What follows belongs to an exercise in optimizing a design on an open flow for small area, a short achievable clock period and few clock cycles; a production flow would make more cautious choices. Where RTL was checked, it was by simulation tests only, not by an equivalence proof against the original. No activity file was given, so power comes from the tool's default toggle rates.

== rev 12 ==
==> flow/design.v <==
package paes_pkg;
  localparam int NUM_LEVELS  = 8;
  localparam int LEVEL_DEPTH = 16;
  localparam int ID_BITS     = 8;
  localparam int LVL_W  = (NUM_LEVELS > 1) ? $clog2(NUM_LEVELS) : 1;
  localparam int Q_W    = LVL_W + 1;
  localparam int NQ     = 2 ** Q_W;
  localparam int PTR_W  = $clog2(LEVEL_DEPTH);
  localparam int CNT_W  = $clog2(LEVEL_DEPTH + 1);
  localparam int ADDR_W = Q_W + PTR_W;
  localparam int MEM_DEPTH = 2 ** ADDR_W;
  localparam int CFG_W  = 4;
  localparam int PRIO_W = 3;
  localparam int PRI_IN_W = 4;
  localparam logic [CFG_W-1:0] LEVELS_RESET = CFG_W'(4);
  typedef enum logic {
    OP_ADD  = 1'b0,
    OP_TAKE = 1'b1
  } op_t;
  typedef enum logic [1:0] {
    ST_OK    = 2'd0,
    ST_FULL  = 2'd1,
    ST_RANGE = 2'd2,
    ST_EMPTY = 2'd3
  } status_t;
  typedef struct packed {
    logic             found;
    logic [LVL_W-1:0] level;
  } pick_t;
endpackage
import paes_pkg::*;
module paes_pick (
  input  logic [NUM_LEVELS-1:0] nonempty,
  input  logic [NUM_LEVELS-1:0] mask,
  output logic [NUM_LEVELS-1:0] onehot,
  output logic                  found
);
  logic [NUM_LEVELS-1:0] v;
  logic [NUM_LEVELS-1:0] above;
  assign v = nonempty & mask;
  always_comb begin
    above[NUM_LEVELS-1] = 1'b0;
    for (int l = NUM_LEVELS - 2; l >= 0; l--) begin
      above[l] = above[l+1] | v[l+1];
    end
  end
  assign onehot = v & ~above;
  assign found  = |v;
endmodule
import paes_pkg::*;
module paes_ram #(
  parameter int WIDTH = 8,
  parameter int DEPTH = 16
) (
  input  logic                     clk,
  input  logic                     we,
  input  logic [WIDTH-1:0]         wdata,
  input  logic [$clog2(DEPTH)-1:0] ridx,
  output logic [WIDTH-1:0]         rdata
);
  logic [WIDTH*DEPTH-1:0] mem;
  always_ff @(posedge clk) begin
    if (we) begin
      mem <= {mem[WIDTH*(DEPTH-1)-1:0], wdata};
    end
  end
  assign rdata = mem[ridx*WIDTH +: WIDTH];
endmodule
import paes_pkg::*;
module priority_active_expired_scheduler (
  input  logic                clk,
  input  logic                rst,
  input  logic                cfg_write,
  input  logic [CFG_W-1:0]    cfg_data,
  input  logic                req_valid,
  output logic                req_ready,
  input  logic                req_operation,
  input  logic [ID_BITS-1:0]  req_proc_id,
  input  logic [PRI_IN_W-1:0] req_dynamic_priority,
  input  logic [PRI_IN_W-1:0] req_static_prio,
  output logic                rsp_valid,
  input  logic                rsp_ready,
  output logic [1:0]          rsp_status,
  output logic [ID_BITS-1:0]  rsp_next_id,
  output logic [PRIO_W-1:0]   rsp_priority_now,
  output logic                rsp_banks_swapped
);
  localparam int REQ_W = 1 + ID_BITS + 1 + NUM_LEVELS;
  logic [LVL_W-1:0]      lm1;      
  logic [NUM_LEVELS-1:0] mask;     
  always_ff @(posedge clk) begin
    if (rst) begin
      lm1 <= LVL_W'(LEVELS_RESET - 1);
    end else if (cfg_write) begin
      if (cfg_data == '0) begin
        lm1 <= '0;
      end else if (cfg_data > CFG_W'(NUM_LEVELS)) begin
        lm1 <= LVL_W'(NUM_LEVELS - 1);
      end else begin
        lm1 <= LVL_W'(cfg_data - CFG_W'(1));
      end
    end
  end
  always_comb begin
    for (int l = 0; l < NUM_LEVELS; l++) begin
      mask[l] = LVL_W'(l) <= lm1;
    end
  end
  logic                  stall;
  logic                  acc;
  logic                  i_valid, s_valid, s_free;
  logic [REQ_W-1:0]      i_req, s_req, req_bus;
  logic                  n_expired;
  logic [PRI_IN_W-1:0]   n_stat_m1;
  logic [LVL_W-1:0]      n_lvl;
  logic                  n_ok;
  logic [NUM_LEVELS-1:0] n_lvl_oh;
  assign stall     = rsp_valid && !rsp_ready;
  assign req_ready = s_free;
  assign acc       = req_valid && s_free;
  assign n_expired = req_dynamic_priority[PRI_IN_W-1];
  assign n_stat_m1 = req_static_prio - PRI_IN_W'(1);
  assign n_lvl     = n_expired ? n_stat_m1[LVL_W-1:0] : req_dynamic_priority[LVL_W-1:0];
  assign n_ok      = !(n_expired && n_stat_m1[PRI_IN_W-1]) && mask[n_lvl];
  always_comb begin
    for (int l = 0; l < NUM_LEVELS; l++) begin
      n_lvl_oh[l] = n_ok && (n_lvl == LVL_W'(l));
    end
  end
  assign req_bus = {req_operation, req_proc_id, n_expired, n_lvl_oh};
  always_ff @(posedge clk) begin
    if (rst) begin
      i_valid <= 1'b0;
      s_valid <= 1'b0;
      s_free  <= 1'b1;
    end else begin
      if (!i_valid || !stall) begin
        i_valid <= s_valid || acc;
      end
      s_valid <= s_valid ? stall : (acc && i_valid && stall);
      s_free  <= s_valid ? !stall : !(acc && i_valid && stall);
    end
  end
  always_ff @(posedge clk) begin
    if (!i_valid || !stall) begin
      i_req <= s_valid ? s_req : req_bus;
    end
    if (!s_valid) begin
      s_req <= req_bus;
    end
  end
  logic                  i_take;
  logic [ID_BITS-1:0]    i_id;
  logic                  i_expired;
  logic [NUM_LEVELS-1:0] i_lvl_oh;
  assign {i_take, i_id, i_expired, i_lvl_oh} = i_req;
  logic                  bank;
  logic [CNT_W-1:0]      count [NQ];
  logic [NQ-1:0]         ne, full;    
  logic [NQ-1:0]         inc, pop;
  always_comb begin
    for (int q = 0; q < NQ; q++) begin
      full[q] = count[q][CNT_W-1];
    end
  end
  logic                  a_bank;
  logic [NUM_LEVELS-1:0] a_full_lvl;
  logic                  a_ok, a_full;
  logic [LVL_W-1:0]      a_lvl;
  assign a_bank     = bank ^ i_expired;
  assign a_full_lvl = a_bank ? full[NQ-1:NUM_LEVELS] : full[NUM_LEVELS-1:0];
  assign a_ok       = |i_lvl_oh;
  assign a_full     = |(i_lvl_oh & a_full_lvl);
  always_comb begin
    for (int q = 0; q < NQ; q++) begin
      inc[q] = i_valid && !i_take && i_lvl_oh[q % NUM_LEVELS]
               && (a_bank == (q >= NUM_LEVELS)) && !full[q];
    end
  end
  always_comb begin
    a_lvl = '0;
    for (int l = 0; l < NUM_LEVELS; l++) begin
      if (i_lvl_oh[l]) begin
        a_lvl = a_lvl | LVL_W'(l);
      end
    end
  end
  logic [NUM_LEVELS-1:0] oh0, oh1;
  logic                  found0, found1;
  logic                  use1;
  logic [LVL_W-1:0]      t_lvl;
  logic                  t_swap;
  paes_pick u_pick0 (.nonempty(ne[NUM_LEVELS-1:0]),  .mask(mask), .onehot(oh0), .found(found0));
  paes_pick u_pick1 (.nonempty(ne[NQ-1:NUM_LEVELS]), .mask(mask), .onehot(oh1), .found(found1));
  assign pop[NUM_LEVELS-1:0]  = (i_valid && i_take && (!bank || !found1)) ? oh0 : '0;
  assign pop[NQ-1:NUM_LEVELS] = (i_valid && i_take && ( bank || !found0)) ? oh1 : '0;
  assign use1   = bank ? found1 : !found0;
  assign t_swap = bank ? !found1 : !found0;
  always_comb begin
    t_lvl = '0;
    for (int l = 0; l < NUM_LEVELS; l++) begin
      if (use1 ? oh1[l] : oh0[l]) begin
        t_lvl = t_lvl | LVL_W'(l);
      end
    end
  end
  always_ff @(posedge clk) begin
    if (rst) begin
      bank <= 1'b0;
      for (int q = 0; q < NQ; q++) begin
        count[q] <= '0;
        ne[q]    <= 1'b0;
      end
    end else if (!stall) begin
      if (i_valid && i_take && t_swap) begin
        bank <= ~bank;
      end
      for (int q = 0; q < NQ; q++) begin
        if (pop[q]) begin
          count[q] <= count[q] - CNT_W'(1);
          ne[q]    <= count[q] != CNT_W'(1);
        end else if (inc[q]) begin
          count[q] <= count[q] + CNT_W'(1);
          ne[q]    <= 1'b1;
        end
      end
    end
  end
  logic               r_valid;
  logic [1:0]         r_st;
  logic [LVL_W-1:0]   r_lvl;
  logic               r_sw;
  logic [NQ-1:0]      r_pop;      
  logic [ID_BITS-1:0] w_id;       
  logic [NQ-1:0]      w_en;       
  always_ff @(posedge clk) begin
    if (rst) begin
      r_valid <= 1'b0;
      r_pop   <= '0;
      w_en    <= '0;
    end else begin
      if (!stall) begin
        r_valid <= i_valid;
        r_pop   <= pop;
      end
      w_en <= stall ? '0 : inc;
    end
  end
  always_ff @(posedge clk) begin
    if (!stall) begin
      w_id <= i_take ? '0 : i_id;
      if (i_take) begin
        r_st  <= (found0 || found1) ? ST_OK : ST_EMPTY;
        r_lvl <= t_lvl;
        r_sw  <= t_swap;
      end else begin
        r_st  <= !a_ok ? ST_RANGE : a_full ? ST_FULL : ST_OK;
        r_lvl <= a_lvl;
        r_sw  <= 1'b0;
      end
    end
  end
  logic [ID_BITS-1:0] hd [NQ];
  logic [ID_BITS-1:0] rd;
  for (genvar q = 0; q < NQ; q++) begin : g_q
    paes_ram #(
      .WIDTH (ID_BITS),
      .DEPTH (LEVEL_DEPTH)
    ) u_ram (
      .clk   (clk),
      .we    (w_en[q]),
      .wdata (w_id),
      .ridx  (count[q][PTR_W-1:0]),
      .rdata (hd[q])
    );
  end
  always_comb begin
    rd = '0;
    for (int q = 0; q < NQ; q++) begin
      rd = rd | (hd[q] & {ID_BITS{r_pop[q]}});
    end
  end
  always_ff @(posedge clk) begin
    if (rst) begin
      rsp_valid <= 1'b0;
    end else if (!stall) begin
      rsp_valid <= r_valid;
    end
  end
  localparam int RSP_W = 2 + ID_BITS + PRIO_W + 1;
  logic [RSP_W-1:0] rsp_q, rsp_h, rsp_n;
  assign rsp_n = {r_st, rd | w_id, r_lvl, r_sw};
  always_ff @(posedge clk) begin
    if (!stall) begin
      rsp_h <= rsp_n;
    end
    if (rst) begin
      rsp_q <= '0;
    end else begin
      rsp_q <= stall ? rsp_h : rsp_n;
    end
  end
  assign {rsp_status, rsp_next_id, rsp_priority_now, rsp_banks_swapped} = rsp_q;
endmodule
clock: 7.5 ns
lec_check: 0
cap_margin: 20
core_margin: 2
core_utilization: 40
cts_cluster_diameter: 60
cts_cluster_size: 25
setup_slack_margin: 4.5
slew_margin: 20
run.sh (not shown) runs the stock make flow with config.mk's settings and CLKGATE_MAP_FILE= SYNTH_SCRIPT=/design/flow/synth_recipe.tcl, a recipe that flattens the netlist after the stock synthesis.
Relative to rev 12, the following input files were edited for rev 13:
--- a/flow/design.v
+++ b/flow/design.v
@@ -286,19 +286,13 @@
     end else if (!stall) begin
       rsp_valid <= r_valid;
     end
   end
-  localparam int RSP_W = 2 + ID_BITS + PRIO_W + 1;
-  logic [RSP_W-1:0] rsp_q, rsp_h, rsp_n;
-  assign rsp_n = {r_st, rd | w_id, r_lvl, r_sw};
   always_ff @(posedge clk) begin
     if (!stall) begin
-      rsp_h <= rsp_n;
-    end
-    if (rst) begin
-      rsp_q <= '0;
-    end else begin
-      rsp_q <= stall ? rsp_h : rsp_n;
+      rsp_status        <= r_st;
+      rsp_next_id       <= rd | w_id;
+      rsp_priority_now  <= r_lvl;
+      rsp_banks_swapped <= r_sw;
     end
   end
-  assign {rsp_status, rsp_next_id, rsp_priority_now, rsp_banks_swapped} = rsp_q;
 endmodule
==> summary.txt <==
Rev 12 → rev 13: delay contributed by the slowest stage of the critical path was more or less identical; final setup violation count was more or less identical; switching power went down by 52 uW; clock-buffer cell count went down by 7; starting density of the core was more or less identical.
Area of the placeable core: rev 13 vs rev 12 down about 1%
Rev 13 ends up with a total of flip-flops plus latches after synthesis that is 14 lower than in rev 12.
The synthesized-area fraction occupied by ao, oa, aoi and oai cells in rev 13 was lower than what rev 12 gave.
Rev 13: all stages complete, timing, DRC and antenna checks passed
Relative to rev 12, sequential cell count decreased by 14 in rev 13.
Met2 wirelength from detailed routing | rev 13 below rev 12
Relative to rev 12, the combined global-route utilization of all metal layers of rev 13 is lower by 5.7 points.
Compared with rev 12, rev 13 shows a lower critical path depth.
Changes observed in rev 13 relative to rev 12: final cell count now smaller; worst slack on hold paths saw an increase.
Testbench counts of rev 13, summed over its fixed seeds: cycles 19,272.
No functional check of the RTL was part of rev 12.

## re-timing with driven ports
No port has a modelled driver above. Below, the same layouts with a new extraction and two added sets of constraints. Step 1 sets driving cells, clkbuf_16 on the clock port and buf_2 on the other inputs (assumed; they add their load-dependent delay and slew). Step 2 adds t to the input delays and takes it off the output delays; t is the mean of the earliest and latest rising clock arrival at the registers after step 1. Input paths then give back, and output paths get back, about the clock's delay inside the block. Three values: no drivers, after step 1, after step 2; two values: the first two.
run	shift t [ns]	setup slack, ns	cell pins on the clock port's net
rev 12	0.921	4.354 / 4.354 / 3.661	1
rev 13	0.904	4.394 / 4.297 / 3.773	1
After both steps setup and hold are still met in every run listed. The setup slack of rev 12, which loses most, moves by 0.000 ns with the drivers and by -0.693 ns with both steps.
